This design comes from an exercise in tuning for small area, a short achievable clock period and few clock cycles per item on the open sky130 flow, not from production work. RTL that was checked went through simulation tests only; none was proved equivalent to the original. No activity file was given, so power comes from the tool's default toggle rates.

// sprite_line_engine
module sprite_line_engine #(
  parameter int SPRITE_COUNT = 128
) (
  input  wire         clk,
  input  wire         rst_n,
  input  wire         line_start,
  input  wire  [7:0]  line_y,
  output logic        line_busy,
  output logic        param_en,
  output logic [7:0]  param_addr,
  input  wire  [31:0] param_data,
  output logic        tile_en,
  output logic [15:0] tile_addr,
  input  wire  [7:0]  tile_data,
  output logic        pal_en,
  output logic [9:0]  pal_addr,
  input  wire  [31:0] pal_data,
  output logic        line_bank,
  output logic        line_re,
  output logic [8:0]  line_raddr,
  input  wire  [31:0] line_rdata,
  output logic        line_we,
  output logic [8:0]  line_waddr,
  output logic [31:0] line_wdata
);
  logic        start_ok;
  logic        scan_done;
  logic        pipe_busy;
  logic [7:0]  cur_y;
  logic        slot_empty;
  logic        rec_w0_cap;
  logic        rec_w0_we;
  logic        rec_w1_we;
  logic [1:0]  rec_size;
  logic [8:0]  rec_x;
  logic [5:0]  rec_oy;
  logic        q_full;
  logic        q_conf;
  logic [1:0]  q_size;
  logic [8:0]  q_x;
  logic [5:0]  q_oy;
  logic [3:0]  q_tile_bank;
  logic [5:0]  q_tile_idx;
  logic        q_pal_mode;
  logic [1:0]  q_pal_bank;
  logic [3:0]  q_pal_no;
  logic        q_pop;
  logic [8:0]  cur_last;
  assign start_ok = line_start && !line_busy;
  always_ff @(posedge clk) begin
    if (!rst_n) begin
  ...
Settings: LEC_CHECK=0, CAP_MARGIN=20, CORE_MARGIN=2, CORE_UTILIZATION=75, CTS_CLUSTER_DIAMETER=100, CTS_CLUSTER_SIZE=20, PLACE_DENSITY=0.8, SLEW_MARGIN=20; clock period 10.0 ns.
standard.sh (not shown) runs the stock make flow with config.mk's settings and CLKGATE_MAP_FILE= SYNTH_SCRIPT=/design/flow/synth_recipe.tcl, a recipe that flattens the netlist after the stock synthesis.
==> flow/flow/run.sh <==
#!/bin/bash
# Standard layout, with repair_timing asked for extra setup margin and the port buffers
# made with a plain buffer; each tool's output goes to flow_standard.log here.
set -euo pipefail
export SETUP_SLACK_MARGIN=6.8
export BUFFER_PORTS_ARGS="-buffer_cell sky130_fd_sc_hd__buf_1"
bash standard.sh > flow_standard.log 2>&1
The baseline completed with no timing, DRC or antenna violations.
Testbench counts at the start, summed over its fixed seeds: cycles 572,034, lines 768.
==> next run, changes <==
- CORE_UTILIZATION: 75 -> 60
- CTS_CLUSTER_DIAMETER: 100 -> 60
- CTS_CLUSTER_SIZE: 20 -> 30
- PLACE_DENSITY: 0.8 -> 0.7
Result: The changed run completed with no timing, DRC or antenna violations. Sequential power stays flat. Setup slack gets better by 0.014 ns. Cell count goes up by a few percent. Sequential share of layout area goes down by 0.62 points. Clock skew stays flat. Hold slack gets worse by 0.0073 ns. Die area goes up by a quarter to a third. Wire length goes down by a little under a tenth.

========
sprite_line_engine, a different RTL version from the one above (not shown whole).
Size in the first run: roughly 330 flip-flops, roughly 210 I/O pins.
==> flow/design.v (excerpt) <==
module sprite_line_engine #(
  parameter int SPRITE_COUNT = 128
) (
  input  wire         clk,
  input  wire         rst_n,
  input  wire         line_start,
  input  wire  [7:0]  line_y,
  output logic        line_busy,
  output logic        param_en,
  output logic [7:0]  param_addr,
  input  wire  [31:0] param_data,
  output logic        tile_en,
  output logic [15:0] tile_addr,
  input  wire  [7:0]  tile_data,
  output logic        pal_en,
  output logic [9:0]  pal_addr,
  input  wire  [31:0] pal_data,
  output logic        line_bank,
  output logic        line_re,
  output logic [8:0]  line_raddr,
  input  wire  [31:0] line_rdata,
  output logic        line_we,
  output logic [8:0]  line_waddr,
  output logic [31:0] line_wdata
);
clock: 10.0 ns
lec_check: 0
cap_margin: 20
core_margin: 2
core_utilization: 60
place_density: 0.7
slew_margin: 20
==> flow/flow/run.sh <==
#!/bin/bash
# Standard layout, with repair_timing asked for extra setup margin and the port buffers
# made with a plain buffer; each tool's output goes to flow_standard.log here.
set -euo pipefail
export SETUP_SLACK_MARGIN=6.5
export BUFFER_PORTS_ARGS="-buffer_cell sky130_fd_sc_hd__buf_1"
bash standard.sh > flow_standard.log 2>&1
Testbench counts at the start, summed over its fixed seeds: cycles 572,007, lines 768.
Edit:
--- a/flow/flow/run.sh
+++ b/flow/flow/run.sh
@@ -4,3 +4,3 @@
 set -euo pipefail
-export SETUP_SLACK_MARGIN=6.5
+export SETUP_SLACK_MARGIN=6.8
 export BUFFER_PORTS_ARGS="-buffer_cell sky130_fd_sc_hd__buf_1"
After rerunning: The new run completed without violations. Wire length rises by 2.6%. Final area rises by 2.0%. Final cell count rises by 1.4%. Critical path depth rises by 1. Total power falls by 1.5%.

========
sprite_line_engine, a different RTL version from the one above (not shown whole).
Size in the first run: roughly 340 flip-flops, roughly 18000 µm² of cells after synthesis.
clock: 10.0 ns
lec_check: 0
cap_margin: 20
core_margin: 2
core_utilization: 40
place_density: 0.6
slew_margin: 20
==> flow/flow/run.sh <==
#!/bin/bash
# Standard layout, with repair_timing asked for extra setup margin and the port buffers
# made with a plain buffer; each tool's output goes to flow_standard.log here.
set -euo pipefail
export SETUP_SLACK_MARGIN=6.9
export BUFFER_PORTS_ARGS="-buffer_cell sky130_fd_sc_hd__buf_2"
bash standard.sh > flow_standard.log 2>&1
The first run passed the timing, DRC and antenna checks.
Next try:
==> flow/flow/run.sh (replaced) <==
#!/bin/bash
# Standard layout, with repair_timing asked for extra setup margin and the port buffers
# made with a plain buffer; each tool's output goes to flow_standard.log here.
set -euo pipefail
export SETUP_SLACK_MARGIN=6.7
export BUFFER_PORTS_ARGS="-buffer_cell sky130_fd_sc_hd__buf_1"
bash standard.sh > flow_standard.log 2>&1
--- a/flow/config.mk
+++ b/flow/config.mk
@@ -8,5 +8,5 @@
 export CAP_MARGIN = 20
 export CORE_MARGIN = 2
-export CORE_UTILIZATION = 40
-export PLACE_DENSITY = 0.6
+export CORE_UTILIZATION = 60
+export PLACE_DENSITY = 0.7
 export SLEW_MARGIN = 20
What happened: Flip-flop and latch count is unchanged. Clock skew grows by 0.0057 ns. Power is lower by about 3.7%. Global-route usage grows by 5.3 points. Die area went down by 33%. Register-to-register slack improved by 0.02 ns. Cell area is lower by 6.6%. Worst setup slack improved by 0.010 ns. Cell count is lower by about 11%. Sequential share of layout area is higher by 2.1 points.
Next try:
--- a/flow/flow/run.sh
+++ b/flow/flow/run.sh
@@ -3,5 +3,5 @@
 # made with a plain buffer; each tool's output goes to flow_standard.log here.
 set -euo pipefail
-export SETUP_SLACK_MARGIN=6.7
+export SETUP_SLACK_MARGIN=6.9
 export BUFFER_PORTS_ARGS="-buffer_cell sky130_fd_sc_hd__buf_1"
 bash standard.sh > flow_standard.log 2>&1
Core utilization increases by 1.9 points.
Critical path depth came out higher by 1.
Area after synthesis does not change.
Setup slack gets better by 0.060 ns.
Routed wire length went up by 1.0%.
Cell count goes up by 1.8%.
Non-clock buffer count went up by 31.
Next try:
--- a/flow/config.mk
+++ b/flow/config.mk
@@ -9,4 +9,5 @@
 export CORE_MARGIN = 2
 export CORE_UTILIZATION = 60
+export CTS_BUF_LIST = sky130_fd_sc_hd__clkbuf_4 sky130_fd_sc_hd__clkbuf_8
 export PLACE_DENSITY = 0.7
 export SLEW_MARGIN = 20
The changed run ran to the end with no violations.
First-iteration DRC count is higher by about 25%.
Worst hold slack is worse by 0.0042 ns.
Clock-buffer cell count is higher by 32.
Global-route usage is higher by 0.44 points.
Die area does not change.
Flip-flop and latch count is unchanged.
Clock power is lower by about 10%.
Final cell count is higher by about 3%.
Wire length is higher by 2.7%.
No functional check of the RTL was part of any run of this note.

========
Setup of run 1:
sprite_line_engine, a different RTL version from the one above (not shown whole).
Size: ~1300 cells after synthesis, ~310 flip-flops, roughly 16000 µm² of cells after synthesis.
Settings: LEC_CHECK=0, CAP_MARGIN=20, CORE_MARGIN=2, CORE_UTILIZATION=60, CTS_CLUSTER_DIAMETER=150, CTS_CLUSTER_SIZE=24, PLACE_DENSITY=0.7, SLEW_MARGIN=20, SYNTH_HIERARCHICAL=1, SYNTH_MINIMUM_KEEP_SIZE=0; clock period 10.0 ns.
==> flow/flow/run.sh <==
#!/bin/bash
# Standard layout, with repair_timing asked for extra setup margin and the port buffers
# made with a plain buffer; each tool's output goes to flow_standard.log here.
set -euo pipefail
export SETUP_SLACK_MARGIN=6.8
export BUFFER_PORTS_ARGS="-buffer_cell sky130_fd_sc_hd__buf_1"
bash standard.sh > flow_standard.log 2>&1
Testbench counts of run 1, summed over its fixed seeds: cycles 572,034, lines 768.
For run 2, these inputs were changed with respect to run 1:
diff --git a/flow/flow/run.sh b/flow/flow/run.sh
--- a/flow/flow/run.sh
+++ b/flow/flow/run.sh
@@ -4,3 +4,3 @@
 set -euo pipefail
-export SETUP_SLACK_MARGIN=6.8
+export SETUP_SLACK_MARGIN=6.9
 export BUFFER_PORTS_ARGS="-buffer_cell sky130_fd_sc_hd__buf_1"
Results
From run 1 to run 2, parity-gate share of the synthesized area counting xor and xnor cells did not move at all. The insertion delay to the later sink of the worst-skew pair on run 1 is in line with that on run 2. In the flow results for run 2 and run 1, the overall power is smaller on run 1. Compared run 1 against run 2; number of standard cells in the layout, taps in and fillers out within noise. Run 2 vs run 1 — count of clock-buffer cells in the layout dropped by a few percent. Run 2 vs run 1: number of gates given a new drive strength after cts up in run 2. Any difference in post-placement cell area between run 1 and run 2 is small enough to ignore.
#### Input delta (run 3 over run 2)
diff --git a/flow/flow/run.sh b/flow/flow/run.sh
--- a/flow/flow/run.sh
+++ b/flow/flow/run.sh
@@ -4,3 +4,3 @@
 set -euo pipefail
-export SETUP_SLACK_MARGIN=6.9
+export SETUP_SLACK_MARGIN=6.7
 export BUFFER_PORTS_ARGS="-buffer_cell sky130_fd_sc_hd__buf_1"
--- outcome ---
Sort run 3 and run 2 by final setup slack of the worst path desc -> top: run 2. Clock skew after layout for run 3 is lower than for run 2. Run 2 ended up with param_data[0] as its worst setup path startpoint; run 3 ended up with src[29]. Worst endpoint data arrival time (lower): run 2. Maximum achievable frequency: run 3 worse than run 2. Run 3 ended up with a higher detailed-router iteration count before antenna repair than run 2 did. A slowest cell on the critical path of sky130_fd_sc_hd__fa_2 is what run 2 shows, while sky130_fd_sc_hd__fa_1 belongs to run 3.
Here is what was changed in the inputs of run 4 compared with run 3.
Settings: swapping 24 for 20 in CTS_CLUSTER_SIZE; swapping 150 for 100 in CTS_CLUSTER_DIAMETER.
diff --git a/flow/flow/run.sh b/flow/flow/run.sh
--- a/flow/flow/run.sh
+++ b/flow/flow/run.sh
@@ -4,3 +4,3 @@
 set -euo pipefail
-export SETUP_SLACK_MARGIN=6.7
+export SETUP_SLACK_MARGIN=6.8
 export BUFFER_PORTS_ARGS="-buffer_cell sky130_fd_sc_hd__buf_1"
--- outcome ---
Fraction of registers with async set/reset delta (run 3 -> run 4): insignificant. Delta (run 4 minus run 3): time the worst path needs with I/O delays and setup shows a reduction of 0.062 ns; detailed-routed wire length on met2 went down; portion of the clock cycle consumed by the worst path in the final layout has decreased; clock tree buffer count of the final layout went up 5; first-pass GRT wire length higher. Area after synthesis came out exactly the same in run 3 and run 4.

========
lane 4:
Another version of the RTL of sprite_line_engine (not shown whole).
Size in the first run: about 1400 cells after synthesis, roughly 330 flip-flops, about 210 I/O pins.
==> flow/config.mk <==
export PLATFORM = sky130hd
export DESIGN_NAME = sprite_line_engine
export DESIGN_NICKNAME = sprite_line_engine
export VERILOG_FILES = /design/flow/design.v
export SDC_FILE = /design/flow/constraint.sdc
export NUM_CORES = 4
export LEC_CHECK = 0
export CAP_MARGIN = 20
export CORE_MARGIN = 2
export CORE_UTILIZATION = 40
export PLACE_DENSITY = 0.6
export SLEW_MARGIN = 20
==> flow/constraint.sdc <==
create_clock -name core_clock -period 10.0 [get_ports {clk}]
set_input_delay 2.0000 -clock core_clock [delete_from_list [all_inputs] [get_ports {clk}]]
set_output_delay 2.0000 -clock core_clock [all_outputs]
set_load 0.01 [all_outputs]
run.sh (not shown) runs the stock make flow with config.mk's settings and CLKGATE_MAP_FILE= SYNTH_SCRIPT=/design/flow/synth_recipe.tcl, a recipe that flattens the netlist after the stock synthesis.
Stock flow here: none of the scripts above is used.
Lane 4: no failed stages, no open violations at the end
#### Input delta (lane 1 over lane 4)
==> flow/flow/run.sh (new file) <==
#!/bin/bash
# Standard layout, with repair_timing asked for extra setup margin and the port buffers
# made with a plain buffer; each tool's output goes to flow_standard.log here.
set -euo pipefail
export SETUP_SLACK_MARGIN=6.6
export BUFFER_PORTS_ARGS="-buffer_cell sky130_fd_sc_hd__buf_2"
bash standard.sh > flow_standard.log 2>&1
==> flow/standard.sh (new file) <==
#!/bin/bash
# synth_recipe.tcl (not shown) runs the flow's synth.tcl, then flattens the netlist and writes it again
# the make line also repeats each setting of config.mk as NAME=value (left out here)
make -C /OpenROAD-flow-scripts/flow DESIGN_CONFIG=/design/flow/config.mk WORK_HOME=/design/flow/orfs CLKGATE_MAP_FILE= SYNTH_SCRIPT=/design/flow/synth_recipe.tcl "${@:-finish}"
removed: flow/run.sh
==> comparison <==
Lane 1 was carried through to the last stage, and its layout satisfied the timing, DRC and antenna checks. Lane 4 went all the way through synthesis, placement and routing and the layout is clean on timing, DRC and antenna. Lane 1 vs lane 4 on area of placed instances: lane 1 is the lower one. Of lane 1 and lane 4, lane 4 shows the lower peak supply drop, with lane 1 above it. The power density over the cells of lane 1 falls short of that of lane 4 by 3.2 mW/mm^2. Compared with lane 4, in lane 1 global placer's final weighted congestion went down, part of the total power dissipated in sequential elements went up.
No functional check of the RTL was part of any run of this note.

========
## onyx
RTL: one of the versions met above, not the one the previous note started from.
For scale: ~1400 cells after synthesis, roughly 310 flip-flops, roughly 16000 µm² of cells after synthesis.
export LEC_CHECK = 0
export CAP_MARGIN = 20
export CORE_MARGIN = 2
export CORE_UTILIZATION = 60
export CTS_CLUSTER_DIAMETER = 150
export CTS_CLUSTER_SIZE = 24
export PLACE_DENSITY = 0.7
export SLEW_MARGIN = 20
create_clock -name core_clock -period 10.0 [get_ports {clk}]
standard.sh (not shown) runs the stock make flow with config.mk's settings and CLKGATE_MAP_FILE= SYNTH_SCRIPT=/design/flow/synth_recipe.tcl, a recipe that flattens the netlist after the stock synthesis.
==> flow/flow/run.sh <==
#!/bin/bash
# Standard layout, with repair_timing asked for extra setup margin and the port buffers
# made with a plain buffer; each tool's output goes to flow_standard.log here.
set -euo pipefail
export SETUP_SLACK_MARGIN=6.8
export BUFFER_PORTS_ARGS="-buffer_cell sky130_fd_sc_hd__buf_1"
bash standard.sh > flow_standard.log 2>&1
Testbench counts of onyx, summed over its fixed seeds: cycles 572,034, lines 768.
#### Input delta (pepper over onyx)
- a change of CTS_CLUSTER_SIZE from 24 to 20
- a change of CTS_CLUSTER_DIAMETER from 150 to 100
Findings:
For overall track demand over capacity in global routing, pepper and onyx come out practically identical. | adder and majority cell fraction of the synthesized area | pepper vs onyx | ≈ equal |. Non-clock buffer count (pepper over onyx): increase, 3. Summary — via count of the first global-routing pass, pepper relative to onyx: higher, by 36. Compared with onyx, in pepper power grew by 0.050 mW; register cell area after layout held steady; via count grew by 93. pepper vs onyx on number of nets in the layout: pepper is the higher one. Between pepper and onyx, proportion of power drawn by combinational gates is higher for onyx, pepper comes in under that. pepper against onyx: number of post-CTS setup repair buffers moved down; clock share of power moved up.

========
sprite_line_engine, a different RTL version from the one above (not shown whole).
For scale: roughly 1300 cells after synthesis, about 210 I/O pins, roughly 16000 sq um of cells after synthesis.
clock: 10.0 ns
lec_check: 0
cap_margin: 20
core_margin: 2
core_utilization: 60
cts_cluster_diameter: 100
cts_cluster_size: 20
place_density: 0.7
slew_margin: 20
synth_hierarchical: 1
synth_minimum_keep_size: 0
==> flow/flow/run.sh <==
#!/bin/bash
# Standard layout, with repair_timing asked for extra setup margin and the port buffers
# made with a plain buffer; each tool's output goes to flow_standard.log here.
set -euo pipefail
export SETUP_SLACK_MARGIN=6.6
export BUFFER_PORTS_ARGS="-buffer_cell sky130_fd_sc_hd__buf_1"
bash standard.sh > flow_standard.log 2>&1
Testbench counts at the start, summed over its fixed seeds: cycles 572,034, lines 768.
Change:
--- a/flow/flow/run.sh
+++ b/flow/flow/run.sh
@@ -4,3 +4,3 @@
 set -euo pipefail
-export SETUP_SLACK_MARGIN=6.6
+export SETUP_SLACK_MARGIN=7.0
 export BUFFER_PORTS_ARGS="-buffer_cell sky130_fd_sc_hd__buf_1"
What happened: Die area is unchanged; core utilization rises by 4.3 points; setup slack gets better by 0.13 ns; power rises by 5.7%.

separate check: timing with driven ports:
No port has a modelled driver above. Below, the same layouts with a new extraction and two added sets of constraints. Step 1 sets driving cells, clkbuf_16 on the clock port and buf_2 on the other inputs (assumed; they add their load-dependent delay and slew). Step 2 also shifts input and output timing later by t, the mid clock arrival at the registers, as if the neighbouring blocks saw the same clock. a / b / c = ideal ports / drivers / drivers and shift; a / b = the first two.
run | t, ns | setup WS [ns] | worst setup path after step 2
the first run of note 1 | 0.560 | 6.803 / 6.799 / 6.287 | input to register
the second run of note 1 | 0.579 | 6.817 / 6.808 / 6.257 | input to register
the first run of note 2 | 0.554 | 6.593 / 6.593 / 6.275 | input to register
the second run of note 2 | 0.565 | 6.817 / 6.817 / 6.322 | input to register
the first run of note 3 | 0.606 | 6.767 / 6.729 / 6.633 | input to register
the second run of note 3 | 0.569 | 6.777 / 6.727 / 6.308 | input to register
the third run of note 3 | 0.572 | 6.837 / 6.788 / 6.615 | input to register
the fourth run of note 3 | 0.627 | 6.825 / 6.804 / 6.572 | input to register
run 1 | 0.548 | 6.862 / 6.813 / 6.372 | input to register
run 2 | 0.548 | 6.920 / 6.876 / 6.385 | input to register
run 3 | 0.554 | 6.799 / 6.750 / 6.372 | input to register
run 4 | 0.558 | 6.862 / 6.814 / 6.391 | input to register
lane 4 | 0.611 | 5.355 / 5.355 / 5.355 | register to register
lane 1 | 0.588 | 6.530 / 6.530 / 6.530 | register to register
onyx | 0.557 | 6.809 / 6.809 / 6.325 | input to register
pepper | 0.565 | 6.814 / 6.814 / 6.303 | input to register
the first run of note 7 | 0.552 | 6.717 / 6.743 / 6.191 | input to register
the second run of note 7 | 0.560 | 6.845 / 6.846 / 6.286 | input to register
After both steps every run listed still meets setup and hold. The setup slack of the second run of note 1, which loses most, moves by -0.009 ns with the drivers and by -0.560 ns with both steps.
